Context: an optimization exercise on an open-source flow, tuned for small area, a short achievable clock period and few clock cycles per item. The choices shown serve that exercise and are no tape-out recipe. RTL that was checked went through simulation tests only; none was proved equivalent to the original. The RTL of run 5 was laid out without a check of its function. Power is estimated from default activity; no workload was simulated.

$ cat design/flow/flow/run.sh
#!/bin/bash
# Standard layout, with plain buffers (buf_1) on the ports in place of the
# delay buffers buffer_ports picks by default.
set -euo pipefail
export BUFFER_PORTS_ARGS="-buffer_cell sky130_fd_sc_hd__buf_1"
bash standard.sh > standard.log 2>&1
$ cat design/flow/standard.sh
#!/bin/bash
# synth_recipe.tcl (not shown) runs the flow's synth.tcl, then flattens the netlist and writes it again
# the make line also repeats each setting of config.mk as NAME=value (left out here)
make -C /OpenROAD-flow-scripts/flow DESIGN_CONFIG=/design/flow/config.mk WORK_HOME=/design/flow/orfs CLKGATE_MAP_FILE= SYNTH_SCRIPT=/design/flow/synth_recipe.tcl "${@:-finish}"
$ cat design/flow/config.mk
export PLATFORM = sky130hd
export DESIGN_NAME = ekf_slam_core
export DESIGN_NICKNAME = ekf_slam_core
export VERILOG_FILES = /design/flow/design.v
export SDC_FILE = /design/flow/constraint.sdc
export NUM_CORES = 4
export LEC_CHECK = 0
export CAP_MARGIN = 20
export CORE_MARGIN = 2
export CORE_UTILIZATION = 40
export CTS_CLUSTER_DIAMETER = 80
export CTS_CLUSTER_SIZE = 40
export SETUP_SLACK_MARGIN = 1.2
export SLEW_MARGIN = 20
$ cat design/flow/constraint.sdc
create_clock -name core_clock -period 5.0 [get_ports {clk}]
set_input_delay 1.0000 -clock core_clock [delete_from_list [all_inputs] [get_ports {clk}]]
set_output_delay 1.0000 -clock core_clock [all_outputs]
set_load 0.01 [all_outputs]
$ cat design/flow/design.v
package slam_pkg;
  localparam int RSA_DW = 32;
  localparam int ROW_LEN = 10;
  localparam int PLB_AW = 32;
  localparam int PLB_RD_LATENCY = 1;
  typedef logic signed [RSA_DW-1:0] slam_word_t;
  typedef enum logic [2:0] {
    STAGE_IDLE = 3'd0,
    STAGE_PRD  = 3'd1,
    STAGE_NEW  = 3'd2,
    STAGE_UPD  = 3'd3
  } stage_code_t;
  localparam logic [PLB_AW-1:0] POSE_BASE  = 32'd0;
  localparam logic [PLB_AW-1:0] LM_BASE    = 32'd3;
  localparam logic [PLB_AW-1:0] INNOV_BASE = 32'd1020;
  function automatic [PLB_AW-1:0] lm_addr(input [ROW_LEN-1:0] l_k);
    lm_addr = LM_BASE + {{(PLB_AW-ROW_LEN-1){1'b0}}, l_k, 1'b0};
  endfunction
  typedef struct packed {
    stage_code_t            stage;
    logic [ROW_LEN-1:0]     l_k;
    slam_word_t             rk;
    slam_word_t             phi;
  } stage_cmd_t;
  typedef struct packed {
    slam_word_t x;
    slam_word_t y;
    slam_word_t theta;
    slam_word_t lx;
    slam_word_t ly;
  } nl_operand_t;
  typedef struct packed {
    slam_word_t result_0;
    slam_word_t result_1;
    slam_word_t result_2;
    slam_word_t result_3;
    slam_word_t result_4;
    slam_word_t result_5;
  } nl_raw_t;
  typedef struct packed {
    slam_word_t rsv_0;
    slam_word_t d_theta;
    slam_word_t d_x;
    slam_word_t d_y;
    slam_word_t rsv_4;
    slam_word_t rsv_5;
  } nl_prd_view_t;
  typedef struct packed {
    slam_word_t rsv_0;
    slam_word_t rsv_1;
    slam_word_t off_y;
    slam_word_t off_x;
    slam_word_t rsv_4;
    slam_word_t rsv_5;
  } nl_new_view_t;
  typedef struct packed {
    slam_word_t pred_range;
    slam_word_t pred_bearing;
    slam_word_t rsv_2;
    slam_word_t rsv_3;
    slam_word_t rsv_4;
    slam_word_t rsv_5;
  } nl_upd_view_t;
  typedef union packed {
    nl_raw_t      raw;
    nl_prd_view_t prd;
    nl_new_view_t newlm;
    nl_upd_view_t upd;
  } nl_result_u;
  typedef struct packed {
    slam_word_t [2:0]     words;
    logic [PLB_AW-1:0]    base;
    logic [1:0]           cnt;
  } est_bundle_t;
endpackage
`timescale 1ns/1ps
module ekf_slam_core (
  input  logic          clk,
  input  logic          sys_rst,
  input  logic          i_stage_valid,
  input  logic [76:0]   i_stage_cmd,
  input  logic [31:0]   i_plb_dout,
  input  logic          i_nl_done,
  input  logic [191:0]  i_nl_result,
  output logic          o_stage_ready,
  output logic          o_plb_en,
  output logic          o_plb_we,
  output logic [31:0]   o_plb_addr,
  output logic [31:0]   o_plb_din,
  output logic          o_nl_init,
  output logic [2:0]    o_nl_stage,
  output logic [159:0]  o_nl_operand
);
  logic [2:0]  in_stage;
  logic [9:0]  in_lk;
  logic [31:0] in_rk, in_phi;
  assign in_stage = i_stage_cmd[76:74];
  assign in_lk    = i_stage_cmd[73:64];
  assign in_rk    = i_stage_cmd[63:32];
  assign in_phi   = i_stage_cmd[31:0];
  logic in_prd, in_new, in_upd, in_legal;
  assign in_prd   = (in_stage == 3'd1);
  assign in_new   = (in_stage == 3'd2);
  assign in_upd   = (in_stage == 3'd3);
  assign in_legal = in_prd | in_new | in_upd;
  logic [31:0] r0, r1, r2, r3;
  assign r0 = i_nl_result[191:160];
  assign r1 = i_nl_result[159:128];
  assign r2 = i_nl_result[127:96];
  assign r3 = i_nl_result[95:64];
  logic        nl_busy;
  logic        c_prd, c_new, c_upd;
  logic [9:0]  c_lk;
  logic [31:0] c_rk, c_phi;
  logic [31:0] px, py, pt;
  logic        pv;
  logic [1:0]  pp;
  logic [31:0] lx, ly;
  logic [9:0]  tag;
  logic        lxv, lyv;
  logic        lw_q;
  logic        rq_x, rq_y, rq_t, rq_lx, rq_ly;
  logic [1:0]  pw;
  logic [1:0]  ww;
  logic        w_upd;
  logic [9:0]  w_lk;
  logic busy_prd, busy_nu, m_done, all_done, idle;
  assign busy_prd = nl_busy & c_prd;
  assign busy_nu  = nl_busy & ~c_prd;
  assign m_done   = nl_busy & i_nl_done;
  assign all_done = ~nl_busy & (pw == 2'd0) & (ww == 2'd0);
  assign idle     = all_done & ~i_stage_valid;
  logic lx_fly, ly_fly, rd_pose, rd_lx, rd_ly, rd_any;
  assign lx_fly  = rq_lx;
  assign ly_fly  = rq_ly;
  assign rd_pose = ~pv & (pp != 2'd3);
  assign rd_lx   = ~rd_pose & lw_q & ~lxv & ~lx_fly;
  assign rd_ly   = ~rd_pose & ~rd_lx & lw_q & ~lyv & ~ly_fly;
  assign rd_any  = rd_pose | rd_lx | rd_ly;
  logic dl_w, wr_ww, wr_pw, rd;
  assign dl_w  = (busy_prd & (pw != 2'd0)) | (busy_nu & (ww != 2'd0));
  assign wr_ww = dl_w ? busy_nu  : (~rd_any & (ww != 2'd0));
  assign wr_pw = dl_w ? busy_prd : (~rd_any & (ww == 2'd0) & (pw != 2'd0));
  assign rd    = ~dl_w & rd_any;
  logic w_ovl, l_haz, snoop;
  assign w_ovl = w_upd ? (tag[9:1] == 9'd254) : (w_lk == tag);
  assign l_haz = (ww != 2'd0) & w_ovl;
  assign snoop = wr_ww & w_ovl;
  logic lk_match, l_ok;
  assign lk_match = (in_lk == tag);
  assign l_ok     = lk_match & lxv & lyv & ~l_haz;
  logic pw_ok, go_prd, go_new, go_upd, go;
  assign pw_ok  = (pw[1] == 1'b0) | ((pw == 2'd2) & (ww == 2'd0) & ~rd_any);
  assign go_prd = pw_ok & (~nl_busy | (i_nl_done & ~c_prd));
  assign go_new = ~nl_busy & (~ww[1] | ~rd_any);
  assign go_upd = ~nl_busy & ~ww[1] & l_ok;
  assign go     = pv & ((in_prd & go_prd) | (in_new & go_new) | (in_upd & go_upd));
  logic accept;
  assign accept = i_stage_valid & go;
  assign o_stage_ready = i_stage_valid ? (go | ~in_legal) : all_done;
  assign o_nl_init     = accept;
  assign o_nl_stage    = in_stage;
  assign o_nl_operand  = {px, py, pt, lx, ly};
  logic [11:0] w_la;
  logic [10:0] t_p1, t_p2;
  assign w_la = {1'b0, w_lk, 1'b1} + {10'd0, 1'b1, ~ww[1]};
  assign t_p1 = {1'b0, tag} + 11'd1;
  assign t_p2 = {1'b0, tag} + 11'd2;
  logic din_ww;
  assign din_ww = (ww != 2'd0) & ~(busy_prd & (pw != 2'd0));
  logic [11:0] waddr, raddr, addr;
  always_comb begin
    if (din_ww) begin
      waddr = w_upd ? {11'd510, ~ww[1]} : w_la;
    end else begin
      waddr = {10'd0, ~pw};
    end
    if (rd_pose)    raddr = {10'd0, pp};
    else if (rd_lx) raddr = {t_p1, 1'b1};
    else            raddr = {t_p2, 1'b0};
  end
  assign addr = (wr_ww | wr_pw) ? waddr : raddr;
  always_comb begin
    if (din_ww)          o_plb_din = ww[1] ? c_rk : c_phi;
    else if (pw == 2'd3) o_plb_din = px;
    else if (pw == 2'd2) o_plb_din = py;
    else                 o_plb_din = pt;
  end
  assign o_plb_en   = wr_ww | wr_pw | (rd & i_stage_valid);
  assign o_plb_we   = wr_ww | wr_pw;
  assign o_plb_addr = {20'd0, addr};
  logic [31:0] a0, b0, a1, b1, sum0, sum1;
  logic [31:0] sum2;
  assign a0   = c_upd ? c_rk  : px;
  assign a1   = c_upd ? c_phi : py;
  assign b0   = ({32{c_prd}} & r2) | ({32{c_new}} & r3) | ({32{c_upd}} & ~r0);
  assign b1   = ({32{c_prd}} & r3) | ({32{c_new}} & r2) | ({32{c_upd}} & ~r1);
  ekf_add u_add0 (.a(a0), .b(b0), .ci(c_upd), .s(sum0));
  ekf_add u_add1 (.a(a1), .b(b1), .ci(c_upd), .s(sum1));
  ekf_add u_add2 (.a(pt), .b(r1), .ci(1'b0),  .s(sum2));
  logic kill_l;
  assign kill_l = (i_stage_valid & in_upd & ~lk_match) | snoop;
  always_ff @(posedge clk) begin
    if (sys_rst) begin
      nl_busy <= 1'b0;
      pw      <= 2'd0;
      ww      <= 2'd0;
      pv      <= 1'b0;
      pp      <= 2'd0;
      lxv     <= 1'b0;
      lyv     <= 1'b0;
      rq_x    <= 1'b0;
      rq_y    <= 1'b0;
      rq_t    <= 1'b0;
      rq_lx   <= 1'b0;
      rq_ly   <= 1'b0;
      lw_q    <= 1'b0;
    end else begin
      if (accept)      nl_busy <= 1'b1;
      else if (m_done) nl_busy <= 1'b0;
      if (m_done & c_prd) pw <= 2'd3;
      else if (wr_pw)     pw <= pw - 2'd1;
      if (m_done & ~c_prd) ww <= 2'd2;
      else if (wr_ww)      ww <= ww - 2'd1;
      lw_q <= i_stage_valid & in_upd;
      if (idle) begin
        pv   <= 1'b0;
        pp   <= 2'd0;
        lxv  <= 1'b0;
        lyv  <= 1'b0;
        rq_x <= 1'b0;
        rq_y <= 1'b0;
        rq_t <= 1'b0;
        rq_lx <= 1'b0;
        rq_ly <= 1'b0;
      end else begin
        rq_x  <= rd & i_stage_valid & rd_pose & (pp == 2'd0);
        rq_y  <= rd & i_stage_valid & rd_pose & (pp == 2'd1);
        rq_t  <= rd & i_stage_valid & rd_pose & (pp == 2'd2);
        rq_lx <= rd & i_stage_valid & rd_lx & ~kill_l;
        rq_ly <= rd & i_stage_valid & rd_ly & ~kill_l;
        if (rd & i_stage_valid & rd_pose) pp <= pp + 2'd1;
        if (rq_t) pv <= 1'b1;
        if (kill_l) begin
          lxv <= 1'b0;
          lyv <= 1'b0;
        end else begin
          if (lx_fly) lxv <= 1'b1;
          if (ly_fly) lyv <= 1'b1;
        end
      end
    end
  end
  always_ff @(posedge clk) begin
    if (i_stage_valid & in_upd & ~lk_match) tag <= in_lk;
  end
  always_ff @(posedge clk) begin
    if (rq_x)                  px <= i_plb_dout;
    if (rq_y)                  py <= i_plb_dout;
    if (rq_t)                  pt <= i_plb_dout;
    if (lx_fly)                lx <= i_plb_dout;
    if (ly_fly)                ly <= i_plb_dout;
    if (m_done && c_prd) begin
      px <= sum0;
      py <= sum1;
      pt <= sum2;
    end
    if (~nl_busy | i_nl_done) begin
      c_prd <= in_prd;
      c_new <= in_new;
      c_upd <= in_upd;
      c_lk  <= in_lk;
    end
    if (m_done && !c_prd) begin
      c_rk  <= sum0;
      c_phi <= sum1;
    end else if (~busy_nu & ((ww == 2'd0) | ((ww == 2'd1) & wr_ww))) begin
      c_rk  <= in_rk;
      c_phi <= in_phi;
    end
    if (m_done && !c_prd) begin
      w_upd <= c_upd;
      w_lk  <= c_lk;
    end
  end
endmodule
module ekf_add (
  input  logic [31:0] a,
  input  logic [31:0] b,
  input  logic        ci,
  output logic [31:0] s
);
  logic [31:0] g [0:5];
  logic [31:0] p [0:5];
  logic [31:0] h;
  assign h    = a ^ b;
  assign g[0] = (a & b) | {31'd0, h[0] & ci};
  assign p[0] = h;
  for (genvar l = 0; l < 5; l++) begin : lv
    for (genvar i = 0; i < 32; i++) begin : bt
      if (((i >> l) & 1) == 1) begin : c
        localparam int J = ((i >> l) << l) - 1;
        assign g[l+1][i] = g[l][i] | (p[l][i] & g[l][J]);
        assign p[l+1][i] = p[l][i] & p[l][J];
      end else begin : n
        assign g[l+1][i] = g[l][i];
        assign p[l+1][i] = p[l][i];
      end
    end
  end
  assign s = h ^ {g[5][30:0], ci};
endmodule
==> notes.md, run 1 <==
Power and ir drop
Cell internal power was estimated by the tool at 3.822 mW. Combinational logic is responsible for 15.8% of the overall power. Of the total power, registers draw 48.0%. The worst-case IR drop observed on VDD is 0.0002652 V. The part of the power in the clock network is 36.2%. The total power of the final layout is 5.387 mW. Dividing total power by cell area gives a power density of 249.2 mW/mm^2. In this run the static leakage power is 7.744 nW. Net switching is 29.05% of the power. The analysis attributes to net switching a power of 1.565 mW.

Status
The flow ran to the end and the layout has no timing, DRC or antenna violations.

Clock network
The maximum level of the CTS H-tree is 1. The CTS buffer count is 20. For this design, the sink count on the clock tree is 274. Clock tree synthesis selected as its root buffer the cell sky130_fd_sc_hd__clkbuf_16. The clock tree from TritonCTS is built. The insertion delay to the later sink of the worst-skew pair is 560 ps. Counting along the longest clock path gives a buffer depth of 3. The post-CTS clock slew at the launch and capture registers of the worst setup and hold paths is 110 ps.

Logic synthesis
Counting flops with an async set or reset pin after synthesis yields a share of 0%. The sequential fraction of the synthesis area is 45.37%. The number of synthesized flops with an enable pin is 258. The number of synthesized register bits is 274. The count of synthesis-stage warnings from yosys is 4. The post-synthesis average cell area is 10.43 um^2. The mapped netlist covers 0.01778 mm^2.

The synthesized netlist contains 83 unique library cells. The top flip-flop cell by instance count after synthesis is sky130_fd_sc_hd__edfxtp_1. The number of instances in the synthesized netlist is 1704.

Route
The DRC violations left is 0. The pre-antenna-repair detailed-routing pass consisted of 5 iterations. The final routed wirelength across all metal layers is 62990 um.

The number of nets with antenna violations after routing is 0. The routed via count is 15490. The detailed-route wire length per cell is 22.77 um.

The number of vias per cell after detailed routing is 5.602. In this run, the number of DRC markers left after iteration 0 of detailed routing was 1066.

Layout
The net count of the finished layout is 2581. The post-route netlist has 11.65% of its cells at a drive strength greater than 1. The top cell types in the final layout, fill and taps aside, are sky130_fd_sc_hd__buf_1 (450), sky130_fd_sc_hd__edfxtp_1 (258), sky130_fd_sc_hd__o21ai_0 (183), sky130_fd_sc_hd__nand2_1 (175). Compared with the post-synthesis result, the final layout area differs by 21.57%.

Leaving out fill and tap cells, the most frequent cell in the layout is sky130_fd_sc_hd__buf_1.

Timing
For this run, the top clock speed supported by timing is 268.4 MHz. The number of pins with negative max-slew slack in the final report is 0. The total count of hold-check failures in the final report was 0. At the pin with the least slew margin, the transition time is 898.0 ps.

Setup repair after global routing could not meet its margin everywhere. Setup violations remaining at the end of the flow were counted as 0. The final cycle utilization of the critical path is 74.50%. The total negative slack for setup checks is 0 ps.

The tightest hold path in the finished design has a slack of 431.1 ps. The final worst-path setup slack is 1275 ps. The final worst clock skew is 29.08 ps. Measured against its own limit, the worst slew margin works out to 39.91%. The shortest clock period the worst path allows after layout is 3725 ps.

Placed design
The placer's final routability congestion estimate is 0.9088. The wire-length estimate of the detail-placed layout is 45930 um. Prior to clock tree synthesis, the placed netlist has a worst setup slack of 377.8 ps. During placement, the flow inserted port buffers numbering 451.

Global routing
After global routing the overflow that remains totals 0. The first global-routing pass estimated 91850 um of wire. In the global route stage, overall resource usage came out at 26.10%.

The number of antenna violations at the first check in global routing is 5. Entering global routing, the biggest net connects 69 pins. The via count of the first global-routing pass came to 15090.

Floorplan
The die is 214.8 um tall. The number of cell rows is 77. The initial utilization of the core area, before any placement, comes to 40.38%. The core region is 0.04403 mm^2. The I/O pin count is 536.

The die boundary width is 214.8 um. The area enclosed by the die boundary is 0.04615 mm^2.

Setup path
Across all register-to-register paths, the minimum setup slack is 1320 ps. The count of cells along the worst register-to-register path is 14. The kind of critical path is flop to primary output. Data arrives at the worst endpoint at 2730 ps. The startpoint of the most critical setup path is c_prd. The end of the critical path is o_plb_addr[2]. The source of the worst register-to-register timing path is c_prd. The maximum fanout along the worst path is 27. The required time reported for the critical path endpoint is 4000 ps. The type of origin of the critical path is a flop. The endpoint type of the worst setup path is a primary output. In this run the critical register-to-register path is captured at c_phi[30].

Worst hold path
The number of instances on the worst hold path is 0. The tightest min-delay check is of the flop to flop type.

Job
The max-cap check violation count is 0.
==> Yosys cell counts, drive strengths merged, types with 3 or more instances <==
cell	n	area (um^2)
a211oi	40	320.3
a21boi	6	45.04
a21o	18	136.4
a21oi	103	526.8
a221oi	4	58.81
a22oi	62	470.5
a31oi	9	71.32
and2	8	50.05
and3	10	63.81
and4	4	35.03
buf	43	249.0
clkbuf	68	255.2
dfxtp	16	320.3
edfxtp	258	7747
fa	17	340.3
ha	101	1264
inv	40	150.1
mux2	58	653.1
mux2i	72	720.7
nand2	176	660.6
nand2b	16	102.6
nand3	24	125.1
nand3b	4	30.03
nand4	7	43.79
nor2	101	379.1
nor2b	4	27.53
nor3	26	135.1
nor3b	4	41.29
nor4	8	50.05
o211ai	11	82.58
o21a	19	142.6
o21ai	199	996.0
o21bai	3	22.52
o22ai	7	43.79
o31ai	14	128.9
or2	12	75.07
or3	3	18.77
xnor2	60	525.5
xor2	43	376.6
==> through the flow <==
stage          cells  util (%)  cell area [um^2]
4_1_cts         2742     48.29             21260
6_report        2766     49.09             21620
3_5_place_dp    2682     45.63             20090
3_3_place_gp    2681     45.58             20070
2_1_floorplan   1723         -             17860
5_1_grt         2765     49.09             21610
==> power by group through the flow <==
stage               Clock (mW)  Combinational (mW)  Sequential, mW
floorplan                    0               0.518            2.63
global placement             0               0.763            2.64
detailed placement           0               0.777            2.64
CTS                       2.00               0.812            2.59
global route              2.05               0.935            2.59
finish                    1.95               0.849            2.59
==> worst min path at each step <==
| stage | endpoint | startpoint |
|---|---|---|
| after floorplan | w_lk[0] | c_lk[0] |
| after global placement | w_lk[5] | c_lk[5] |
| after detailed placement | w_lk[5] | c_lk[5] |
| after CTS | w_lk[8] | c_lk[8] |
| after global routing | w_lk[6] | c_lk[6] |
| final | w_lk[0] | c_lk[0] |
==> area by class of cell <==
cell class,instances,area (um^2)
diodes,2,5.005
clock buffers,21,525.5
clock inverters,15,265.3
fillers,4177,22410
inverters,40,157.7
multi-input cells,1298,9414
flip-flops and latches,274,8074
well taps,592,740.7
repair buffers,524,2434
==> per-layer routing <==
metal / vias up / global-route usage [%] / part of all wire, %
li1: 7222 / - / -
met4: 6 / 6.366 / 2.2
met3: 86 / 3.312 / 6.7
met1: 7542 / 34.05 / 41
met2: 638 / 45.92 / 50
met5: - / 0 / 0.064
==> critical path: stages (launching register included) <==
cell,delay [ps]
sky130_fd_sc_hd__edfxtp_1,460
sky130_fd_sc_hd__buf_12,210
sky130_fd_sc_hd__nand2_1,140
sky130_fd_sc_hd__nor2_2,160
sky130_fd_sc_hd__nor2_4,50
sky130_fd_sc_hd__a22oi_2,260
sky130_fd_sc_hd__nand2b_2,140
sky130_fd_sc_hd__or2_4,300
sky130_fd_sc_hd__o22ai_1,250
sky130_fd_sc_hd__buf_1,180
==> cells by family after synthesis <==
family / share of synthesized area (%)
muxes: 7.726
and+or+nand+nor: 10.62
other: 0.02109
xor gates and xnor gates: 5.074
adders and majority gates: 9.021
AOI/OAI and AO/OA: 18.49
buffers and inverters: 3.680
DFF: 45.37
==> flip-flops by register name, indices dropped and copies added, names as in the netlist, 10 cells and up <==
| name | flops |
|---|---|
| c_phi | 32 |
| c_rk | 32 |
| lx | 32 |
| ly | 32 |
| pt | 32 |
| px | 32 |
| py | 32 |
| c_lk | 10 |
| tag | 10 |
| w_lk | 10 |
==> timing repair <==
item | CTS | global route
pin swaps | 12 | 25
gates cloned | 3 | 0
hold buffers | 0 | 0
setup buffers | 21 | 22
setup endpoints to repair | 117 | 61
resized for setup | 29 | 44
Testbench counts, summed over its fixed seeds: cycles 11,126, commands 1,920.
==> inputs of run 2 (changes only) <==
--- a/design/flow/flow/run.sh
+++ b/design/flow/flow/run.sh
@@ -3,4 +3,5 @@
 # delay buffers buffer_ports picks by default.
 set -euo pipefail
 export BUFFER_PORTS_ARGS="-buffer_cell sky130_fd_sc_hd__buf_1"
+export RECOVER_POWER=100
 bash standard.sh > standard.log 2>&1
--- a/design/flow/config.mk
+++ b/design/flow/config.mk
@@ -8,7 +8,5 @@
 export CAP_MARGIN = 20
 export CORE_MARGIN = 2
 export CORE_UTILIZATION = 40
-export CTS_CLUSTER_DIAMETER = 80
-export CTS_CLUSTER_SIZE = 40
 export SETUP_SLACK_MARGIN = 1.2
 export SLEW_MARGIN = 20
==> run 2 against run 1 <==
Effect of this change: the layout now fails its checks (max-capacitance violations, max-slew violations); fmax decreased by 11%; total power increased by 8.9%; combinational power decreased by 3.4%; count of clock-buffer cells in the layout increased by 23.
==> notes.md, run 2 <==
Timing
The count of endpoints failing setup in the final report is 0 (unchanged). The maximum frequency from static timing analysis came to 237.8 MHz (-11%). The number of pins with negative max-slew slack in the final report is 133 (+133).

The total count of hold-check failures in the final report is 0 (unchanged). The total negative slack for setup checks was 0 ps (unchanged). Setup repair after global routing could not meet its margin everywhere. The relative slew slack is -87.97% (-130 points). The shortest clock period the worst path allows after layout is 4206 ps (+480.8 ps).

The final worst clock skew is 19.88 ps (-9.194 ps). The slew at the pin closest to its max-slew limit is 2820 ps (+1922 ps). The final cycle utilization of the critical path is 84.12% (+9.6 points).

Clock network
The post-cts hold buffer count is 0 (unchanged). The post-CTS clock slew at the launch and capture registers of the worst setup and hold paths is 60 ps (-50 ps). The clock sink count came to 274 (unchanged).

The clock tree from TritonCTS is built. The maximum level of the CTS H-tree is 2 (+1). The cell chosen for the clock root is sky130_fd_sc_hd__clkbuf_16. The maximum root-to-sink buffer count came to 3 (unchanged). The insertion delay to the later sink of the worst-skew pair is 550 ps (about the same).

The CTS buffer count was 34 (+70%).

Global routing
The overall global routing resource usage is 26.53% (+0.43 points). The maximum number of pins on one net before global-route repair came to 69 (unchanged). The number of antenna violations at the first check in global routing is 5 (unchanged). The total grt overflow came to 0 (unchanged).

The global-route wire length before repair was 92700 um (+0.92%). The via count of the first global-routing pass is 15300 (+1.4%).

Power and ir drop
The fraction of power consumed by combinational cells is 14.0% (-1.8 points). The relative contribution of sequential cells to total power is 44.2% (-3.8 points). The net switching share of the total power came to 26.29% (-2.8 points).

The internal power contribution is 4.323 mW (+13%). The total power density per cell area is 273.4 mW/mm^2 (+9.7%). The switching power summed over all nets is 1.542 mW (-1.5%). The static leakage is 7.714 nW (-0.39%). The part of the power in the clock network is 41.8% (+5.6 points).

The peak ir drop on the vdd network is 0.0002259 V (-15%).

Route
The routed via count is 15610 (+0.72%). The final routed wirelength across all metal layers is 63270 um (+0.45%). The iteration-0 DRC count of the detailed router came to 1043 (-2.2%). The number of vias per cell after detailed routing is 5.621 (+0.35%). The number of nets with antenna violations after routing was 0 (unchanged). The detailed-route wire length per cell is 22.79 um (about the same). The DRC violations left is 0 (unchanged). The first-pass iteration count of the detailed router is 6 (+1).

Logic synthesis
The number of distinct library cells after synthesis was 83 (unchanged). The post-synthesis average cell area is 10.43 um^2 (unchanged). Sorting the synthesized cells by area gives the leading types as sky130_fd_sc_hd__edfxtp_1 (44%), sky130_fd_sc_hd__ha_1 (7.1%), sky130_fd_sc_hd__o21ai_0 (5.4%).

The fraction of synthesized cell area taken by the top area cell type is 43.57% (unchanged). The top flip-flop cell by instance count after synthesis is sky130_fd_sc_hd__edfxtp_1. The number of instances in the synthesized netlist was 1704 (unchanged). The post-synth design cell area is 0.01778 mm^2 (unchanged). The count of synthesis-stage warnings from yosys is 4 (unchanged). The number of synthesized register bits is 274 (unchanged). The sequential fraction of the synthesis area came to 45.37% (unchanged). The number of synthesized flops with an enable pin is 258 (unchanged). The most common cell in the netlist is sky130_fd_sc_hd__edfxtp_1. The async set-reset flop share out of synthesis is 0% (unchanged).

The library cell occupying the most area in the post-synthesis netlist is sky130_fd_sc_hd__edfxtp_1. Sorting the synthesized cells by how often they occur yields sky130_fd_sc_hd__edfxtp_1 (258), sky130_fd_sc_hd__o21ai_0 (191), sky130_fd_sc_hd__nand2_1 (176), sky130_fd_sc_hd__a21oi_1 (102).

Status
The run finished, with violations left. The layout checks failed on max-capacitance violations, max-slew violations.

Job
The max-cap check violation count is 5 (+5).

Floorplan
The initial standard-cell utilization of the core was 40.38% (unchanged). The core region area is 0.04403 mm^2 (unchanged). The die span in y was 214.8 um (unchanged).

The I/O pin count was 536 (unchanged). The number of cell rows is 77 (unchanged). The die boundary width is 214.8 um (unchanged). The area enclosed by the die boundary came to 0.04615 mm^2 (unchanged).

Setup path
The maximum fanout along the worst path is 18 (-33%). The endpoint type of the worst setup path is a flop. By startpoint and endpoint, the worst setup path is classified as flop to flop. The data arrival time of the worst path is 4590 ps (+1860 ps). The required time reported for the critical path endpoint is 5380 ps (+1380 ps).

STA classifies the critical path startpoint as a flop.

Placed design
The post-detailed-placement half-perimeter wirelength came to 45930 um (unchanged). The number of I/O port buffers is 451 (unchanged). The placer's final routability congestion estimate came to 0.9088 (unchanged).

Layout
Leaving out fill and tap cells, the most frequent cell in the layout is sky130_fd_sc_hd__buf_1. The net count of the finished layout was 2580 (-0.039%). The share of cells above drive strength 1 is 8.983% (-2.7 points). In the layout the commonest cells are sky130_fd_sc_hd__buf_1 (447), sky130_fd_sc_hd__edfxtp_1 (258), sky130_fd_sc_hd__o21ai_0 (192), sky130_fd_sc_hd__nand2_1 (175), sky130_fd_sc_hd__a21oi_1 (100). The fraction of the core area covered by cells at the end of the flow is 48.72% (-0.38 points). Relative to the synthesized area, the layout overhead comes to 20.63%.

Worst hold path
The path class of the tightest hold or removal check is flop to flop.
-- run 2: changes by cell type in the layout (fill, tap and decap cells not counted), sizes merged --
cell,before,now
buf,522,486
bufbuf,1,0
clkbuf,22,67
inv,48,42
bufinv,1,3
clkinv,6,11
clkinvlp,0,1
-- run 2: worst paths after layout --
| path | start | slack, ps | cells past startpoint | end |
|---|---|---|---|---|
| max | c_upd | 790 | 16 | py[31] |
| min | c_lk[5] | 400 | 0 | w_lk[5] |
| min reg2reg | c_lk[5] | 400 | 0 | w_lk[5] |
| max reg2reg | c_upd | 790 | 16 | py[31] |
-- run 2: cells by family (layout without fill, tap and decap cells) --
group	after synthesis	in the layout	share of synthesized area [%]
AO/OA/AOI/OAI	514	514	18.49
other	1	22	0.02109
AND/OR/NAND/NOR	413	413	10.62
XOR/XNOR	103	103	5.074
multiplexers	130	130	7.726
adder cells (fa/ha/maj)	118	118	9.021
buffers and inverters	151	610	3.680
flip-flops	274	274	45.37
-- run 2: power groups by stage --
stage,Clock (mW),Sequential (mW),Combinational [mW]
3_5_place_dp,0,2.64,0.777
6_report,2.45,2.59,0.820
2_1_floorplan,0,2.63,0.518
3_3_place_gp,0,2.64,0.763
5_1_grt,2.57,2.60,0.905
4_1_cts,2.50,2.59,0.809
-- run 2: cell type report --
type	instances	area [um^2]
diodes	2	5.005
clock buffers	44	898.4
clock inverters	17	173.9
fillers	4237	22580
inverters	40	157.7
multi-input cells	1298	9215
flip-flops and latches	274	8070
well taps	592	740.7
repair buffers	509	2188
-- run 2: repair_timing --
item                                   in CTS  in global routing
endpoints found under the hold margin       0                  0
gates resized for setup                    23                 42
cloned                                      2                  0
buffers inserted                           18                 11
setup endpoints to repair                 117                 70
pin swaps                                  12                 21
-- run 2: per-stage QoR --
step / hold slack [ps] / std cells / total power, mW / cell area [um^2] / setup WS, ps
finish: 403.4 / 2776 / 5.864 / 21450 / 794.1
global route: 411.5 / 2775 / 6.072 / 21450 / 552.1
CTS: 406.8 / 2763 / 5.898 / 21460 / 1141
detailed placement: 404.5 / 2682 / 3.420 / 20090 / 377.8
global placement: 400.7 / 2681 / 3.403 / 20070 / 422.2
floorplan: 400.3 / 1723 / 3.149 / 17860 / 1257
-- run 2: per-layer routing --
metal	global-route usage (%)	share of wire (%)
met3	4.968	7.4
met5	0	0.055
met1	33.80	41
met2	45.92	49
met4	7.569	2.4
-- run 2: worst max-delay path: stages (launching register included) --
cell and delay [ps]:
sky130_fd_sc_hd__edfxtp_1 340, sky130_fd_sc_hd__clkbuf_1 200, sky130_fd_sc_hd__buf_12 240, sky130_fd_sc_hd__mux2_1 190, sky130_fd_sc_hd__fa_1 210, sky130_fd_sc_hd__inv_1 80, sky130_fd_sc_hd__fa_1 380, sky130_fd_sc_hd__nand2b_1 180
sky130_fd_sc_hd__a21oi_1 480, sky130_fd_sc_hd__o211ai_1 190, sky130_fd_sc_hd__clkbuf_1 230, sky130_fd_sc_hd__a21oi_4 260, sky130_fd_sc_hd__o2111ai_4 170, sky130_fd_sc_hd__a311oi_4 400, sky130_fd_sc_hd__clkbuf_4 230, sky130_fd_sc_hd__nor3_1 40
sky130_fd_sc_hd__nor3_1 180
==> inputs of run 3 (changes only) <==
==> design/flow/flow/run.sh (replaced) <==
#!/bin/bash
# Standard layout, with plain buffers (buf_1) on the ports in place of the
# delay buffers buffer_ports picks by default.
set -euo pipefail
export BUFFER_PORTS_ARGS="-buffer_cell sky130_fd_sc_hd__buf_1"
bash standard.sh > standard.log 2>&1
==> run 3 against run 2 <==
Effect of this change: now clean on timing, DRC and antenna; synthesized cell count unchanged; utilization increased by 0.58 points; clock power about the same; total power increased by 0.35%; die area unchanged; register-to-register slack improved by 540 ps; critical endpoint is now o_plb_addr[2]; highest routed layer unchanged.
==> notes.md, run 3 <==
Route
The detailed-route wire length on metal 1 is 26330 um (+1.9%). The first-pass iteration count of the detailed router was 6 (unchanged). The sum of met3 wire segment lengths after detailed routing is 4269 um (-8.4%). The detailed-routed wire length on met2 is 31200 um (about the same).

The final routed wirelength across all metal layers is 63430 um (+0.26%). The routed via count came to 15580 (-0.15%). The number of vias per cell after detailed routing is 5.613 (-0.15%). The top routing layer in use is met5. The detailed-route wire length per cell came to 22.85 um (+0.26%). The number of nets with antenna violations after routing is 0 (unchanged). The iteration-0 DRC count of the detailed router is 1021 (-2.1%).

The DRC violations left was 0 (unchanged).

Logic synthesis
The fraction of synthesized cell area taken by the top area cell type is 43.57% (unchanged). The number of synthesized register bits is 274 (unchanged). The library cell occupying the most area in the post-synthesis netlist is sky130_fd_sc_hd__edfxtp_1. The sequential fraction of the synthesis area is 45.37% (unchanged). The number of synthesized flops with an enable pin was 258 (unchanged). The post-synthesis average cell area is 10.43 um^2 (unchanged). The async set-reset flop share out of synthesis is 0% (unchanged). The number of instances in the synthesized netlist is 1704 (unchanged).

The post-synth design cell area is 0.01778 mm^2 (unchanged). Yosys instantiated no cell more often than sky130_fd_sc_hd__edfxtp_1. The count of synthesis-stage warnings from yosys is 4 (unchanged). The number of distinct library cells after synthesis is 83 (unchanged).

Ranked by instance count, the synthesized netlist is headed by sky130_fd_sc_hd__edfxtp_1 (258), sky130_fd_sc_hd__o21ai_0 (191), sky130_fd_sc_hd__nand2_1 (176), sky130_fd_sc_hd__a21oi_1 (102). The top flip-flop cell by instance count after synthesis is sky130_fd_sc_hd__edfxtp_1. Yosys attributes the largest share of cell area to sky130_fd_sc_hd__edfxtp_1 (44%), sky130_fd_sc_hd__ha_1 (7.1%), sky130_fd_sc_hd__o21ai_0 (5.4%).

Power and ir drop
The static leakage is 7.806 nW (+1.2%). The total power of the final layout is 5.885 mW (+0.35%). The total power density per cell area is 271.1 mW/mm^2 (-0.83%).

The peak ir drop on the vdd network is 0.0002260 V (about the same).

Floorplan
The die span in y came to 214.8 um (unchanged). The area enclosed by the die boundary came to 0.04615 mm^2 (unchanged). The core region area is 0.04403 mm^2 (unchanged).

The I/O pin count came to 536 (unchanged). The initial standard-cell utilization of the core is 40.38% (unchanged). The die boundary width is 214.8 um (unchanged). The number of cell rows is 77 (unchanged).

Setup path
The most critical setup path has its startpoint at c_prd. The kind of cell with the highest combined delay on the critical path is simple AND/OR/NAND/NOR gates. The largest stage delay on the critical path was 440 ps (-40 ps).

The maximum fanout along the worst path is 27 (+9). The critical path goes through buf_12 > nand2_1 > nor2_2 > nor2_4 > a22oi_2 > nand2b_2 > or2_4 > o22ai_1 > buf_1. The data arrival time of the worst path is 2720 ps (-1870 ps). The endpoint type of the worst setup path is a primary output. The startpoint identified for the worst register-to-register timing path is c_upd. The critical path is of the flop to primary output type. The slowest cell on the critical path is sky130_fd_sc_hd__edfxtp_1. The worst setup path is launched from a flop. The number of buffers and inverters on the critical path is 2 (-3). The required time reported for the critical path endpoint was 4000 ps (-1380 ps).

Clock network
The maximum root-to-sink buffer count is 3 (unchanged). TritonCTS built the clock tree. The CTS buffer count came to 34 (unchanged). The post-cts hold buffer count is 0 (unchanged). The insertion delay to the later sink of the worst-skew pair is 550 ps (about the same). The clock sink count is 274 (unchanged).

The cell chosen for the clock root is sky130_fd_sc_hd__clkbuf_16. The post-CTS clock slew at the launch and capture registers of the worst setup and hold paths is 60 ps (about the same). The maximum level of the CTS H-tree is 2 (unchanged).

Timing
The total negative slack for setup checks is 0 ps (unchanged). Setup repair after global routing could not meet its margin everywhere. The total count of hold-check failures in the final report was 0 (unchanged). The final cycle utilization of the critical path was 74.48% (-9.6 points). The number of pins with negative max-slew slack in the final report is 0 (-100%). The shortest clock period the worst path allows after layout is 3724 ps (-481.8 ps). The slew at the pin closest to its max-slew limit is 977.1 ps (-1842 ps). The count of endpoints failing setup in the final report is 0 (unchanged). The final worst clock skew was 18.54 ps (-1.340 ps).

The maximum frequency from static timing analysis is 268.5 MHz (+13%). The relative slew slack was 34.62% (+120 points).

Worst hold path
The class of the worst hold path is flop to flop. The startpoint identified for the worst hold timing path is c_lk[6].

Global routing
The number of antenna violations at the first check in global routing was 5 (unchanged). The overall global routing resource usage was 26.53% (unchanged). The via count of the first global-routing pass is 15300 (unchanged). The global-route wire length before repair is 92700 um (unchanged). The total grt overflow is 0 (unchanged).

The maximum number of pins on one net before global-route repair is 69 (unchanged).

Layout
The share of cells above drive strength 1 is 11.14% (+2.2 points). The top cell types in the final layout, fill and taps aside, are sky130_fd_sc_hd__buf_1 (449), sky130_fd_sc_hd__edfxtp_1 (258), sky130_fd_sc_hd__o21ai_0 (186), sky130_fd_sc_hd__nand2_1 (175), sky130_fd_sc_hd__a21oi_1 (98). The fraction of the core area covered by cells at the end of the flow was 49.30% (+0.58 points). The net count of the finished layout is 2580 (unchanged).

Relative to the synthesized area, the layout overhead comes to 22.07%. The most common cell after layout, fill and taps aside is sky130_fd_sc_hd__buf_1.

Placed design
The placer's final routability congestion estimate is 0.9088 (unchanged). The post-detailed-placement half-perimeter wirelength is 45930 um (unchanged). The number of I/O port buffers is 451 (unchanged).

Job
The max-cap check violation count is 0 (-5).

Status
The run finished with no timing, DRC or antenna violations.
==> run 3: cell counts after synthesis <==
Identical to the previous run, type by type.
==> run 3: path summary, 6_finish.rpt <==
path	cells past startpoint	slack (ps)	endpoint
worst max-delay path	9	1280	o_plb_addr[2]
worst min register to register	0	400	w_lk[6]
worst max register to register	15	1330	py[30]
worst min-delay path	0	400	w_lk[6]
==> run 3: layout make-up <==
cell class | count | area [um^2]
tap | 592 | 740.7
fill | 4203 | 22320
sequential | 274 | 8074
clock buffer | 44 | 898.4
timing repair buffer | 509 | 2267
antenna | 2 | 5.005
inverter | 40 | 157.7
clock inverter | 17 | 173.9
multi-input combinational | 1298 | 9388
==> run 3: routing by layer <==
metal  global-route usage, %  vias to the layer above
met3                   4.968                      107
li1                        -                     7239
met5                       0                        -
met4                   7.569                        6
met1                   33.80                     7589
met2                   45.92                      641
==> run 3: report_power, final <==
part | switching (mW) | total [mW] | internal, mW
Clock | 1.03 | 2.46 | 1.43
Combinational | 0.494 | 0.834 | 0.341
Sequential | 0.0320 | 2.59 | 2.56
==> run 3: cells by family after synthesis <==
group,count (synthesis),share of synthesized area [%]
flops,274,45.37
buf+inv,151,3.680
simple gates,413,10.62
fa+ha+maj,118,9.021
mux,130,7.726
xor+xnor,103,5.074
other cells,1,0.02109
compound gates,514,18.49
==> run 3: stage by stage <==
step	hold slack (ps)	setup WS, ps	cell area (um^2)	std cells
CTS	406.8	1141	21460	2763
global route	411.5	1099	21700	2775
detailed placement	404.5	377.8	20090	2682
global placement	400.7	422.2	20070	2681
finish	404.3	1276	21700	2776
floorplan	400.3	1257	17860	1723
==> run 3: timing repair <==
| item | CTS | global route |
|---|---|---|
| setup endpoints to repair | 117 | 70 |
| pin swaps | 12 | 21 |
| gates resized for setup | 23 | 42 |
| gates cloned | 2 | 0 |
| buffers inserted | 18 | 11 |
==> run 3: worst register-to-register path, delay by kind of cell (launching register included) <==
family	cells	cell delay (ps)
buffers and inverters	4	590
muxes	1	230
AOI/OAI and AO/OA	7	1500
adders and majority gates	2	540
DFF	1	380
and+or+nand+nor	1	160
==> inputs of run 4 (changes only) <==
--- a/design/flow/config.mk
+++ b/design/flow/config.mk
@@ -5,8 +5,8 @@
 export SDC_FILE = /design/flow/constraint.sdc
 export NUM_CORES = 4
 export LEC_CHECK = 0
-export CAP_MARGIN = 20
+export CAP_MARGIN = 0
 export CORE_MARGIN = 2
 export CORE_UTILIZATION = 40
 export SETUP_SLACK_MARGIN = 1.2
-export SLEW_MARGIN = 20
+export SLEW_MARGIN = 0
==> run 4 against run 3 <==
Effect of this change: wire length rose by 1.6%; utilization up 0.50 points; still clean; area after synthesis did not move; clock skew up 4.5 ps; synthesized cell count is the same; clock power is 2% higher; register-to-register slack is essentially flat; via count grew 0.91%; highest routed layer unchanged; cell area increased by 1.0%; worst hold slack improved by 3.2 ps.
==> notes.md, run 4 <==
Status
The flow ran to the end and the layout has no timing, DRC or antenna violations.

Setup path
The data arrival time of the worst path is 2720 ps (about the same). STA classifies the critical path startpoint as a flop. The required time reported for the critical path endpoint is 4000 ps (about the same). The reg-to-reg setup timing slack is 1330 ps (about the same). The largest stage delay on the critical path is 530 ps (+90 ps). On the critical path the largest part of the delay comes from simple AND/OR/NAND/NOR gates. The number of buffers and inverters on the critical path came to 3 (+1). The end of the critical path is o_plb_addr[11].

The slowest cell on the critical path is sky130_fd_sc_hd__edfxtp_1. The destination of the worst register-to-register timing path is c_rk[31]. By startpoint and endpoint, the worst setup path is classified as flop to primary output.

The count of cells along the worst register-to-register path is 13 (-2). Tracing the worst setup path back leads to its startpoint at c_prd. The signal on the critical path passes through buf_12 > nand2_2 > nor2_4 > nor2_4 > a22oi_2 > buf_6 > or4_1 > o21ai_1 > clkbuf_2. The startpoint identified for the worst register-to-register timing path is c_prd. STA classifies the critical path endpoint as a primary output.

The logic depth of the worst path, buffers included is 9 (unchanged). The maximum fanout along the worst path is 15 (-44%). The cell repeated most along the worst path is sky130_fd_sc_hd__nor2_4.

Worst hold path
The class of the worst hold path is flop to flop. The number of instances on the worst hold path was 0 (unchanged).

Floorplan
The I/O pin count is 536 (unchanged). The core region area came to 0.04403 mm^2 (unchanged). The die boundary width is 214.8 um (unchanged).

The initial standard-cell utilization of the core was 40.38% (unchanged). The area enclosed by the die boundary is 0.04615 mm^2 (unchanged). The die span in y was 214.8 um (unchanged).

The number of cell rows is 77 (unchanged).

Clock network
The maximum level of the CTS H-tree is 2 (unchanged). The root buffer cell chosen for the clock tree is sky130_fd_sc_hd__clkbuf_16. The CTS buffer count came to 34 (unchanged). The clock tree from TritonCTS is built. The post-CTS clock slew at the launch and capture registers of the worst setup and hold paths is 60 ps (about the same). The maximum root-to-sink buffer count came to 3 (unchanged). The post-cts hold buffer count was 0 (unchanged). The insertion delay to the later sink of the worst-skew pair was 550 ps (about the same). The clock sink count is 274 (unchanged).

Route
The final routed wirelength across all metal layers is 64460 um (+1.6%). The iteration-0 DRC count of the detailed router is 1211 (+19%). The routed via count is 15720 (+0.91%). The first-pass iteration count of the detailed router is 6 (unchanged).

The number of nets with antenna violations after routing is 0 (unchanged). The detailed-route wire length per cell was 23.17 um (+1.4%). The DRC violations left is 0 (unchanged).

The number of vias per cell after detailed routing was 5.652 (+0.69%).

Logic synthesis
sky130_fd_sc_hd__edfxtp_1 is the most common cell in the netlist. The number of synthesized flops with an enable pin is 258 (unchanged). After synthesis, the most frequently instantiated cells are sky130_fd_sc_hd__edfxtp_1 (258), sky130_fd_sc_hd__o21ai_0 (191), sky130_fd_sc_hd__nand2_1 (176), sky130_fd_sc_hd__a21oi_1 (102).

In the synthesized netlist the dominant register cell turns out to be sky130_fd_sc_hd__edfxtp_1. The number of synthesized register bits is 274 (unchanged). The async set-reset flop share out of synthesis was 0% (unchanged). The post-synth design cell area is 0.01778 mm^2 (unchanged). The post-synthesis average cell area came to 10.43 um^2 (unchanged). The largest total area in the synthesized netlist belongs to sky130_fd_sc_hd__edfxtp_1. The number of distinct library cells after synthesis was 83 (unchanged). The sequential fraction of the synthesis area is 45.37% (unchanged). The count of synthesis-stage warnings from yosys is 4 (unchanged). The fraction of synthesized cell area taken by the top area cell type came to 43.57% (unchanged).

The number of instances in the synthesized netlist is 1704 (unchanged). In the post-synthesis netlist, the biggest area contributors are sky130_fd_sc_hd__edfxtp_1 (44%), sky130_fd_sc_hd__ha_1 (7.1%), sky130_fd_sc_hd__o21ai_0 (5.4%).

Layout
The share of cells above drive strength 1 was 12.43% (+1.3 points). Leaving out fill and tap cells, the most frequent cell in the layout is sky130_fd_sc_hd__buf_1. Relative to the synthesized area, the layout overhead comes to 23.31%. The net count of the finished layout is 2588 (+0.31%). The final non-filler cell total is 2782 (+0.22%). The library cells used most frequently in the layout, excluding fill and tap cells, are sky130_fd_sc_hd__buf_1 (440), sky130_fd_sc_hd__edfxtp_1 (258), sky130_fd_sc_hd__o21ai_0 (176), sky130_fd_sc_hd__nand2_1 (174).

Timing
The shortest clock period the worst path allows after layout is 3723 ps (-1.580 ps). The count of endpoints failing setup in the final report is 0 (unchanged). The final cycle utilization of the critical path is 74.45% (about the same). The total negative slack for setup checks was 0 ps (unchanged).

The final worst-path setup slack came to 1278 ps (+1.580 ps). The number of pins with negative max-slew slack in the final report is 0 (unchanged). The total count of hold-check failures in the final report is 0 (unchanged).

The maximum frequency from static timing analysis was 268.6 MHz (about the same). Setup repair after global routing could not meet its margin everywhere. The relative slew slack is 21.16% (-13 points). The final worst clock skew is 23.05 ps (+4.512 ps). The slew at the pin closest to its max-slew limit was 1178 ps (+201.1 ps).

Global routing
The overall global routing resource usage is 26.60% (+0.064 points). The via count of the first global-routing pass is 15320 (+0.11%). The global-route wire length before repair is 92780 um (about the same). The maximum number of pins on one net before global-route repair came to 69 (unchanged). The number of antenna violations at the first check in global routing is 5 (unchanged). The total grt overflow is 0 (unchanged).

Placed design
The placer's final routability congestion estimate is 0.9088 (unchanged). The number of I/O port buffers is 451 (unchanged). The worst setup slack after placement came to 416.2 ps (+38.35 ps). The number of placed cells counting well taps is 2681 (-0.037%).

The post-detailed-placement half-perimeter wirelength came to 45830 um (-0.23%).

Power and ir drop
The static leakage came to 7.908 nW (+1.3%). The peak ir drop on the vdd network came to 0.0002574 V (+14%). The total power density per cell area was 271.7 mW/mm^2 (+0.21%).

Job
The max-cap check violation count is 0 (unchanged).
-- run 4: cell counts after synthesis --
No cell type changed its count.
-- run 4: what timing repair did --
action | in CTS | in global routing
resized for setup | 28 | 76
endpoints found under the setup margin | 155 | 73
pin swaps | 11 | 34
setup buffers | 20 | 16
gates cloned | 2 | 2
-- run 4: per-stage QoR --
stage	total power [mW]	utilization [%]	area, um^2	hold WS [ps]
floorplan	3.149	-	17860	400.3
global placement	3.403	45.58	20070	400.7
detailed placement	3.421	45.58	20070	404.5
CTS	5.961	48.89	21530	407.9
global route	6.171	49.80	21920	414.1
finish	5.957	49.80	21920	407.5
-- run 4: area by class of cell --
cell class              count  area [um^2]
fillers                  4211        22100
multi-input cells        1299         9482
flip-flops and latches    274         8075
repair buffers            516         2370
clock buffers              46        905.9
well taps                 592        740.7
clock inverters            14        191.4
inverters                  40        157.7
diodes                      1        2.502
-- run 4: worst min path at each step --
stage                     startpoint      end  slack [ps]
after floorplan              c_lk[0]  w_lk[0]         400
after global placement       c_lk[5]  w_lk[5]         400
final                        c_lk[5]  w_lk[5]         410
after detailed placement     c_lk[5]  w_lk[5]         400
after CTS                    c_lk[5]  w_lk[5]         410
after global routing         c_lk[6]  w_lk[6]         410
-- run 4: routing by layer --
| layer | vias to the layer above | track usage, % | part of all wire (%) |
|---|---|---|---|
| li1 | 7255 | - | - |
| met1 | 7649 | 34.24 | 41 |
| met2 | 687 | 45.51 | 49 |
| met3 | 127 | 3.878 | 6.7 |
| met4 | 6 | 9.583 | 3.3 |
| met5 | - | 0 | 0.050 |
-- run 4: cell families (layout without fill, tap and decap cells) --
family,after synthesis,count (layout),synth area share (%)
adder cells (fa/ha/maj),118,118,9.021
other,1,21,0.02109
multiplexers,130,130,7.726
buffers and inverters,151,616,3.680
XOR/XNOR,103,103,5.074
AO/OA/AOI/OAI,514,514,18.49
AND/OR/NAND/NOR,413,414,10.62
flip-flops,274,274,45.37
-- run 4: power breakdown --
group	switching, mW	internal (mW)	total, mW
Combinational	0.505	0.352	0.857
Clock	1.02	1.49	2.51
Sequential	0.0321	2.56	2.59
Total	1.56	4.40	5.96
==> inputs of run 5 (changes only) <==
--- a/design/flow/design.v
+++ b/design/flow/design.v
@@ -115,9 +115,9 @@
   logic [31:0] px, py, pt;
   logic        pv;
   logic [1:0]  pp;
-  logic [31:0] lx, ly;
+  logic [31:0] lx;
   logic [9:0]  tag;
-  logic        lxv, lyv;
+  logic        lxv;
   logic        lw_q;
   logic        rq_x, rq_y, rq_t, rq_lx, rq_ly;
   logic [1:0]  pw;
@@ -135,7 +135,8 @@
   assign ly_fly  = rq_ly;
   assign rd_pose = ~pv & (pp != 2'd3);
   assign rd_lx   = ~rd_pose & lw_q & ~lxv & ~lx_fly;
-  assign rd_ly   = ~rd_pose & ~rd_lx & lw_q & ~lyv & ~ly_fly;
+  assign rd_ly   = ~rd_pose & ~rd_lx & lw_q & (lxv | lx_fly) &
+                   ~(ly_fly & ((ww != 2'd0) | (pw != 2'd0)));
   assign rd_any  = rd_pose | rd_lx | rd_ly;
   logic dl_w, wr_ww, wr_pw, rd;
   assign dl_w  = (busy_prd & (pw != 2'd0)) | (busy_nu & (ww != 2'd0));
@@ -148,7 +149,7 @@
   assign snoop = wr_ww & w_ovl;
   logic lk_match, l_ok;
   assign lk_match = (in_lk == tag);
-  assign l_ok     = lk_match & lxv & lyv & ~l_haz;
+  assign l_ok     = lk_match & lxv & ly_fly & ~l_haz;
   logic pw_ok, go_prd, go_new, go_upd, go;
   assign pw_ok  = (pw[1] == 1'b0) | ((pw == 2'd2) & (ww == 2'd0) & ~rd_any);
   assign go_prd = pw_ok & (~nl_busy | (i_nl_done & ~c_prd));
@@ -160,7 +161,7 @@
   assign o_stage_ready = i_stage_valid ? (go | ~in_legal) : all_done;
   assign o_nl_init     = accept;
   assign o_nl_stage    = in_stage;
-  assign o_nl_operand  = {px, py, pt, lx, ly};
+  assign o_nl_operand  = {px, py, pt, lx, i_plb_dout};
   logic [11:0] w_la;
   logic [10:0] t_p1, t_p2;
   assign w_la = {1'b0, w_lk, 1'b1} + {10'd0, 1'b1, ~ww[1]};
@@ -208,7 +209,6 @@
       pv      <= 1'b0;
       pp      <= 2'd0;
       lxv     <= 1'b0;
-      lyv     <= 1'b0;
       rq_x    <= 1'b0;
       rq_y    <= 1'b0;
       rq_t    <= 1'b0;
@@ -227,7 +227,6 @@
         pv   <= 1'b0;
         pp   <= 2'd0;
         lxv  <= 1'b0;
-        lyv  <= 1'b0;
         rq_x <= 1'b0;
         rq_y <= 1'b0;
         rq_t <= 1'b0;
@@ -241,13 +240,8 @@
         rq_ly <= rd & i_stage_valid & rd_ly & ~kill_l;
         if (rd & i_stage_valid & rd_pose) pp <= pp + 2'd1;
         if (rq_t) pv <= 1'b1;
-        if (kill_l) begin
-          lxv <= 1'b0;
-          lyv <= 1'b0;
-        end else begin
-          if (lx_fly) lxv <= 1'b1;
-          if (ly_fly) lyv <= 1'b1;
-        end
+        if (kill_l)      lxv <= 1'b0;
+        else if (lx_fly) lxv <= 1'b1;
       end
     end
   end
@@ -259,7 +253,6 @@
     if (rq_y)                  py <= i_plb_dout;
     if (rq_t)                  pt <= i_plb_dout;
     if (lx_fly)                lx <= i_plb_dout;
-    if (ly_fly)                ly <= i_plb_dout;
     if (m_done && c_prd) begin
       px <= sum0;
       py <= sum1;
--- a/design/flow/config.mk
+++ b/design/flow/config.mk
@@ -5,8 +5,8 @@
 export SDC_FILE = /design/flow/constraint.sdc
 export NUM_CORES = 4
 export LEC_CHECK = 0
-export CAP_MARGIN = 0
+export CAP_MARGIN = 20
 export CORE_MARGIN = 2
 export CORE_UTILIZATION = 40
 export SETUP_SLACK_MARGIN = 1.2
-export SLEW_MARGIN = 0
+export SLEW_MARGIN = 20
==> run 5 against run 4 <==
Effect of this change: still clean; global-route usage is 0.82 points higher; worst hold slack better by 5.7 ps; clock power is 15% lower; first-iteration DRC count is 13% lower; sequential share of layout area is 3.5 points lower; cell area is 2.8% lower; via count is 0.78% lower; area after synthesis is 5.3% lower; setup slack worse by 61 ps; synthesized cell count is 0.53% higher; die area is 5.2% lower; non-clock buffer count is 47 higher; critical path type is now flop to flop.
==> notes.md, run 5 <==
Global routing
The overall global routing resource usage came to 27.42% (+0.82 points). The via count of the first global-routing pass came to 14860 (-3.0%). The maximum number of pins on one net before global-route repair is 69 (unchanged).

The number of antenna violations at the first check in global routing is 4 (-1). The total grt overflow is 0 (unchanged). The global-route wire length before repair is 90500 um (-2.5%).

Timing
The final worst clock skew came to 19.49 ps (-3.565 ps). The count of endpoints failing setup in the final report is 0 (unchanged). The total count of hold-check failures in the final report came to 0 (unchanged). The slew at the pin closest to its max-slew limit is 806.4 ps (-371.8 ps).

The final cycle utilization of the critical path is 75.67% (+1.2 points). The final-layout worst hold slack is 413.1 ps (+5.652 ps). The total negative slack for setup checks is 0 ps (unchanged). Setup repair after global routing could not meet its margin everywhere.

The relative slew slack is 46.24% (+25 points). The number of pins with negative max-slew slack in the final report came to 0 (unchanged). The maximum frequency from static timing analysis is 264.3 MHz (-1.6%).

The shortest clock period the worst path allows after layout is 3784 ps (+61.20 ps).

Setup path
The reg-to-reg setup timing slack is 1220 ps (-110 ps). The count of cells along the worst register-to-register path was 18 (+5). By startpoint and endpoint, the worst setup path is classified as flop to flop. The data arrival time of the worst path was 4060 ps (+1340 ps).

The endpoint identified for the worst register-to-register timing path is py[31]. The startpoint identified for the worst register-to-register timing path is c_prd. The type of origin of the critical path is a flop. STA classifies the critical path endpoint as a flop. The required time reported for the critical path endpoint is 5280 ps (+1280 ps).

The maximum fanout along the worst path was 9 (-6).

Route
The first-pass iteration count of the detailed router is 8 (+2). The iteration-0 DRC count of the detailed router is 1055 (-13%). The number of vias per cell after detailed routing is 5.688 (+0.63%). The DRC violations left is 0 (unchanged). The number of nets with antenna violations after routing is 0 (unchanged). The final routed wirelength across all metal layers is 64320 um (-0.23%).

The routed via count is 15600 (-0.78%). The detailed-route wire length per cell is 23.45 um (+1.2%).

Logic synthesis
The library cell occupying the most area in the post-synthesis netlist is sky130_fd_sc_hd__edfxtp_1. The post-synthesis average cell area is 9.828 um^2 (-5.8%). The sequential fraction of the synthesis area is 42.09% (-3.3 points).

The post-synth design cell area is 0.01684 mm^2 (-5.3%). The fraction of synthesized cell area taken by the top area cell type came to 40.31% (-3.3 points). In the post-synthesis netlist, the biggest area contributors are sky130_fd_sc_hd__edfxtp_1 (40%), sky130_fd_sc_hd__o21ai_0 (7.7%), sky130_fd_sc_hd__ha_1 (7.5%).

By count the netlist is led by sky130_fd_sc_hd__o21ai_0 (260), sky130_fd_sc_hd__nand2_1 (239), sky130_fd_sc_hd__edfxtp_1 (226), sky130_fd_sc_hd__ha_1 (101), sky130_fd_sc_hd__clkbuf_1 (86). The number of distinct library cells after synthesis is 68 (-18%). The most used flip-flop cell after synthesis is sky130_fd_sc_hd__edfxtp_1. The number of instances in the synthesized netlist is 1713 (+0.53%). The most common cell in the netlist is sky130_fd_sc_hd__o21ai_0. The count of synthesis-stage warnings from yosys is 4 (unchanged).

The async set-reset flop share out of synthesis came to 0% (unchanged). The number of synthesized register bits is 241 (-12%). The number of synthesized flops with an enable pin is 226 (-12%).

Placed design
The post-detailed-placement half-perimeter wirelength is 44480 um (-2.9%). The placer's final routability congestion estimate is 0.9132 (+0.48%). The number of placed cells counting well taps came to 2605 (-2.8%).

The number of I/O port buffers is 451 (unchanged).

Floorplan
The area enclosed by the die boundary was 0.04375 mm^2 (-5.2%). The die span in y is 209.2 um (-2.6%). The core region area is 0.04176 mm^2 (-5.2%).

The I/O pin count is 536 (unchanged). The die boundary width is 209.2 um (-2.6%). The number of cell rows was 75 (-2.6%).

The initial standard-cell utilization of the core was 40.32% (-0.067 points).

Worst hold path
The class of the worst hold path is flop to flop. The startpoint identified for the worst hold timing path is c_lk[3]. The endpoint with the worst hold slack is w_lk[3].

The number of instances on the worst hold path is 0 (unchanged).

Layout
The filler cell count was 3938 (-6.5%). The share of cells above drive strength 1 came to 15.74% (+3.3 points). Relative to the synthesized area, the layout overhead comes to 26.52%.

The final non-filler cell total is 2743 (-1.4%). Leaving out fill and tap cells, the most frequent cells in the layout are sky130_fd_sc_hd__buf_1 (448), sky130_fd_sc_hd__nand2_1 (235), sky130_fd_sc_hd__edfxtp_1 (226), sky130_fd_sc_hd__o21ai_0 (222), sky130_fd_sc_hd__ha_1 (90). The sequential cell area was 0.007099 mm^2 (-12%). The net count of the finished layout was 2604 (+0.62%). The antenna cell count is 0 (-1). The multi-input logic area came to 0.009603 mm^2 (+1.3%). Leaving out fill and tap cells, the most frequent cell in the layout is sky130_fd_sc_hd__buf_1.

Power and ir drop
The total power of the final layout came to 5.383 mW (-9.6%). The static leakage is 7.889 nW (-0.24%). The peak ir drop on the vdd network is 0.0002440 V (-5.2%). The total power density per cell area is 252.7 mW/mm^2 (-7.0%).

Status
The flow ran to the end and the layout has no timing, DRC or antenna violations.

Clock network
Clock tree synthesis selected as its root buffer the cell sky130_fd_sc_hd__clkbuf_16. The maximum root-to-sink buffer count is 3 (unchanged). The clock tree from TritonCTS is built. The insertion delay to the later sink of the worst-skew pair was 580 ps (+30 ps).

The CTS buffer count was 30 (-12%). The maximum level of the CTS H-tree came to 1 (-1). The post-CTS clock slew at the launch and capture registers of the worst setup and hold paths is 60 ps (about the same). The clock sink count is 241 (-12%).

Job
The max-cap check violation count is 0 (unchanged).
[run 5: changes by cell type in the layout (fill, tap and decap cells not counted), moves of 19 or more]
cell	delta
sky130_fd_sc_hd__a21oi_1	-37
sky130_fd_sc_hd__a211oi_1	-32
sky130_fd_sc_hd__o21ai_1	+19
sky130_fd_sc_hd__nor2_1	-48
sky130_fd_sc_hd__o21ai_0	+46
sky130_fd_sc_hd__nand2_1	+61
sky130_fd_sc_hd__buf_4	+34
sky130_fd_sc_hd__edfxtp_1	-32
[run 5: layout make-up]
type                       count  area share (%)
timing repair buffer         563           13.20
clock buffer                  35           3.712
sequential                   241           33.33
tap                          539           3.166
multi-input combinational   1303           45.08
inverter                      42          0.7871
clock inverter                20          0.7166
[run 5: power by group]
part	leakage, nW	switching, mW	internal (mW)
Sequential	2.29	0.0318	2.25
Clock	0.457	0.910	1.23
Combinational	5.14	0.553	0.408
[run 5: how the worst max path moves through the flow]
stage | start | to | slack [ps]
5_1_grt | c_prd | py[31] | 1110
2_1_floorplan | c_upd | c_rk[23] | 1040
4_1_cts | c_prd | c_phi[23] | 1120
3_3_place_gp | i_nl_result[96] | py[28] | 380
3_5_place_dp | i_nl_result[96] | py[28] | 300
6_report | c_prd | py[31] | 1220
[run 5: critical path, stage by stage (launching register included)]
cell and delay [ps]:
sky130_fd_sc_hd__edfxtp_1 410, sky130_fd_sc_hd__buf_6 160, sky130_fd_sc_hd__buf_12 150, sky130_fd_sc_hd__buf_6 140
sky130_fd_sc_hd__a22oi_2 180, sky130_fd_sc_hd__o21ai_0 130, sky130_fd_sc_hd__ha_1 340, sky130_fd_sc_hd__and4_4 250
sky130_fd_sc_hd__o2111ai_2 150, sky130_fd_sc_hd__a31oi_4 240, sky130_fd_sc_hd__nor2_4 90, sky130_fd_sc_hd__o31a_1 250
sky130_fd_sc_hd__buf_6 140, sky130_fd_sc_hd__buf_4 140, sky130_fd_sc_hd__o31ai_4 240, sky130_fd_sc_hd__buf_6 150
sky130_fd_sc_hd__a21oi_2 60, sky130_fd_sc_hd__xnor2_1 170, sky130_fd_sc_hd__a21oi_1 90
[run 5: metal layers]
metal | wire, um | share of wire (%) | GRT usage (%) | vias up
li1 | - | - | - | 7162
met1 | 25920 | 40 | 35.13 | 7594
met2 | 31620 | 49 | 47.83 | 705
met3 | 4599 | 7.2 | 3.937 | 134
met4 | 2132 | 3.3 | 8.522 | 6
met5 | 45 | 0.070 | 0 | -
[run 5: stage by stage]
stage               cell area [um^2]  utilization (%)  setup slack [ps]
CTS                            20560            49.23              1121
finish                         21300            51.01              1216
detailed placement             18830            45.09             298.9
global route                   21300            51.01              1109
global placement               18830            45.09             377.3
floorplan                      16950                -              1043
[run 5: repair_timing]
action                                  CTS  global route
hold buffers                              0             0
pin swaps                                43            62
cloned                                    2             5
buffers inserted                         39            37
endpoints found under the setup margin  121            65
resized for setup                       110           102
[run 5: logic make-up (layout without fill, tap and decap cells)]
logic type	count (synthesis)	count (layout)	share of synthesized area, %
AOI/OAI and AO/OA	514	514	18.13
buffers and inverters	188	660	5.425
other	1	20	0.02227
adders and majority gates	118	118	9.527
DFF	241	241	42.09
muxes	130	130	8.167
and+or+nand+nor	408	408	10.75
xor gates and xnor gates	113	113	5.878

## port drivers added, routing unchanged
Ports are ideal in the flow. The routed layouts listed here were re-timed in OpenROAD.
Step 1: set_driving_cell puts a clkbuf_16 on clk and a buf_2 on each other input, an assumption about the parent block.
Step 2 times the ports against the registers' clock, not the clock port: input delays grow and output delays shrink by t, the midpoint of the rising clock arrivals with the driver on.
a / b / c = ideal ports / drivers / drivers and shift; a / b = the first two.
run	shift t [ns]	slack for setup (ns)	worst hold slack (ns)	worst setup path at the end	latest minus earliest clock arrival (ns)
run 1	0.595	1.275 / 1.221 / 0.782	0.431 / 0.431 / 0.431	input to register	0.030 / 0.030
run 2	0.596	0.794 / 0.794 / 0.440	0.403 / 0.403 / 0.403	input to register	0.020 / 0.020
run 3	0.599	1.276 / 1.216 / 0.797	0.404 / 0.404 / 0.404	input to register	0.018 / 0.019
run 4	0.591	1.278 / 1.222 / 0.895	0.407 / 0.407 / 0.407	input to register	0.023 / 0.023
run 5	0.627	1.216 / 1.216 / 0.664	0.413 / 0.413 / 0.413	input to register	0.020 / 0.020
The setup slack of run 5, which loses most, moves by 0.000 ns with the drivers and by -0.552 ns with both steps.
